This design comes from an exercise in tuning for small area on the open sky130 flow, not from production work.
The RTL was checked by simulation tests, not by an equivalence proof against the original design.
Power is estimated from default activity; no workload was simulated.

==> flow/design.v <==
module regfile_aoi222 (
   input  logic a0, b0, a1, b1, a2, b2,
   output logic y
);
   assign y = ~((a0 & b0) | (a1 & b1) | (a2 & b2));
endmodule
module regfile_nand4 (
   input  logic a, b, c, d,
   output logic y
);
   assign y = ~(a & b & c & d);
endmodule
module regfile_nand2 (
   input  logic a, b,
   output logic y
);
   assign y = ~(a & b);
endmodule
module regfile_ao2111 (
   input  logic a, b, c, d, e,
   output logic y
);
   assign y = (a & b) | c | d | e;
endmodule
module regfile_ao22 (
   input  logic a0, b0, a1, b1,
   output logic y
);
   assign y = (a0 & b0) | (a1 & b1);
endmodule
module regfile_rdbit (
   input  logic [31:1] sel,
   input  logic [31:1] val,
   output logic        y
);
   logic [9:0] n;    
   logic [2:0] p;    
   for (genvar k = 0; k < 10; k++) begin : g_aoi
      regfile_aoi222 u_aoi (
         .a0(sel[3*k+1]), .b0(val[3*k+1]),
         .a1(sel[3*k+2]), .b1(val[3*k+2]),
         .a2(sel[3*k+3]), .b2(val[3*k+3]),
         .y(n[k])
      );
   end
   regfile_nand4 u_p0 (.a(n[0]), .b(n[1]), .c(n[2]), .d(n[3]), .y(p[0]));
   regfile_nand4 u_p1 (.a(n[4]), .b(n[5]), .c(n[6]), .d(n[7]), .y(p[1]));
   regfile_nand2 u_p2 (.a(n[8]), .b(n[9]), .y(p[2]));
   regfile_ao2111 u_out (.a(sel[31]), .b(val[31]), .c(p[0]), .d(p[1]), .e(p[2]), .y(y));
endmodule
module regfile_and2 (
   input  logic a, b,
   output logic y
);
   assign y = a & b;
endmodule
module regfile_nor2 (
   input  logic a, b,
   output logic y
);
   assign y = ~(a | b);
endmodule
module regfile_dec2n (
   input  logic [1:0] a,
   output logic [3:0] yn
);
   always_comb begin
      for (int k = 0; k < 4; k++) yn[k] = (a == 2'(k));
   end
endmodule
module regfile_dec3n (
   input  logic [2:0] a,
   output logic [7:0] yn
);
   always_comb begin
      for (int k = 0; k < 8; k++) yn[k] = (a == 3'(k));
   end
endmodule
module regfile_dec3en (
   input  logic [2:0] a,
   input  logic       en,
   output logic [7:0] yn
);
   always_comb begin
      for (int k = 0; k < 8; k++) yn[k] = en & (a == 3'(k));
   end
endmodule
module regfile #(
   parameter int XLEN   = 32,
   parameter int ADDR_W = 5
) (
   input  logic              clk,
   input  logic              rst_n,
   input  logic [ADDR_W-1:0] r1_reg_name,
   output logic [XLEN-1:0]   r1_reg_val,
   input  logic [ADDR_W-1:0] r2_reg_name,
   output logic [XLEN-1:0]   r2_reg_val,
   input  logic              w_enable,
   input  logic [ADDR_W-1:0] w_reg_name,
   input  logic [XLEN-1:0]   w_reg_val
);
   localparam int NREG = 2 ** ADDR_W;
   logic [XLEN-1:0] regs_q [1:NREG-1];
   logic [NREG-1:1] wr_row, hold_row, sel1, sel2;
   logic [3:0] r1_lo, r2_lo, w_lo;
   logic [7:0] r1_hi, r2_hi, w_hi;
   regfile_dec2n u_r1_lo (.a(r1_reg_name[1:0]), .yn(r1_lo));
   regfile_dec3n u_r1_hi (.a(r1_reg_name[4:2]), .yn(r1_hi));
   regfile_dec2n u_r2_lo (.a(r2_reg_name[1:0]), .yn(r2_lo));
   regfile_dec3n u_r2_hi (.a(r2_reg_name[4:2]), .yn(r2_hi));
   regfile_dec2n u_w_lo  (.a(w_reg_name[1:0]),  .yn(w_lo));
   regfile_dec3en u_w_hi (.a(w_reg_name[4:2]), .en(w_enable & rst_n), .yn(w_hi));
   wire rst = ~rst_n;
   for (genvar i = 1; i < NREG; i++) begin : g_dec
      regfile_and2  u_s1 (.a(r1_hi[i/4]), .b(r1_lo[i%4]), .y(sel1[i]));
      regfile_and2  u_s2 (.a(r2_hi[i/4]), .b(r2_lo[i%4]), .y(sel2[i]));
      regfile_and2  u_w  (.a(w_hi[i/4]),  .b(w_lo[i%4]),  .y(wr_row[i]));
      regfile_nor2  u_h  (.a(wr_row[i]),  .b(rst),        .y(hold_row[i]));
   end
   logic [XLEN-1:0] regs_d [1:NREG-1];
   for (genvar i = 1; i < NREG; i++) begin : g_wr
      for (genvar b = 0; b < XLEN; b++) begin : g_bit
         regfile_ao22 u_d (
            .a0(wr_row[i]), .b0(w_reg_val[b]),
            .a1(hold_row[i]), .b1(regs_q[i][b]),
            .y(regs_d[i][b])
         );
      end
   end
   always_ff @(posedge clk) begin
      for (int i = 1; i < NREG; i++) begin
         regs_q[i] <= regs_d[i];
      end
   end
   for (genvar b = 0; b < XLEN; b++) begin : g_rd
      logic [NREG-1:1] col;
      for (genvar i = 1; i < NREG; i++) begin : g_col
         assign col[i] = regs_q[i][b];
      end
      regfile_rdbit u_rd1 (.sel(sel1), .val(col), .y(r1_reg_val[b]));
      regfile_rdbit u_rd2 (.sel(sel2), .val(col), .y(r2_reg_val[b]));
   end
endmodule
export LEC_CHECK = 0
export CAP_MARGIN = 35
export CORE_MARGIN = 2
export CORE_UTILIZATION = 45
export SLEW_MARGIN = 20
export SYNTH_HIERARCHICAL = 1
create_clock -name core_clock -period 10.0 [get_ports {clk}]
standard.sh (not shown) runs the stock make flow with config.mk's settings and CLKGATE_MAP_FILE= SYNTH_SCRIPT=/design/flow/synth_recipe.tcl, a recipe that flattens the netlist after the stock synthesis.
==> flow/flow/run.sh <==
#!/bin/bash
# The standard layout, with two changes made through ORFS's own variables:
# the port buffers are the smallest buffer, and clock tree synthesis uses
# small clock buffers with larger sink clusters and no dummy loads.
set -euo pipefail
export BUFFER_PORTS_ARGS="-buffer_cell sky130_fd_sc_hd__buf_1"
export CTS_ARGS="-sink_clustering_enable -repair_clock_nets -buf_list {sky130_fd_sc_hd__clkbuf_4 sky130_fd_sc_hd__clkbuf_8} -sink_clustering_size 16 -sink_clustering_max_diameter 60 -dont_use_dummy_load"
bash standard.sh > standard.log 2>&1
Next try:
--- a/flow/config.mk
+++ b/flow/config.mk
@@ -7,6 +7,6 @@
 export LEC_CHECK = 0
-export CAP_MARGIN = 35
+export CAP_MARGIN = 10
 export CORE_MARGIN = 2
-export CORE_UTILIZATION = 45
-export SLEW_MARGIN = 20
+export CORE_UTILIZATION = 62
+export SLEW_MARGIN = 10
 export SYNTH_HIERARCHICAL = 1
What happened: Clock skew is unchanged; global-route usage went up by 9.5 points; synthesized area does not change; final area went down by a few percent; first-iteration DRC count went up by roughly a tenth; wire length went down by roughly a tenth; clock power went down by a few percent; flip-flop and latch count does not change; setup slack gains 0.11 ns; maximum frequency went up slightly.

## static timing again, ports no longer ideal
How much do the figures lean on ideal ports? The routed layouts below were timed once more, with nothing changed but the port constraints.
Step 1 assumes that a clkbuf_16 drives the clock port and a buf_2 every other input.
Step 2 times the ports against the registers' clock, not the clock port: input delays grow and output delays shrink by t, the midpoint of the rising clock arrivals with the driver on.
Slacks: ideal ports / drivers / drivers and shift; pairs: ideal ports / drivers.
| run | t (ns) | setup slack, ns | worst setup path at the end |
|---|---|---|---|
| the first run | 0.775 | 3.273 / 3.224 / 3.224 | input to output |
| the second run | 0.764 | 3.385 / 3.362 / 3.362 | input to output |
After both steps every run listed still meets setup and hold. The setup slack of the first run, which loses most, moves by -0.049 ns with the drivers and by -0.049 ns with both steps.
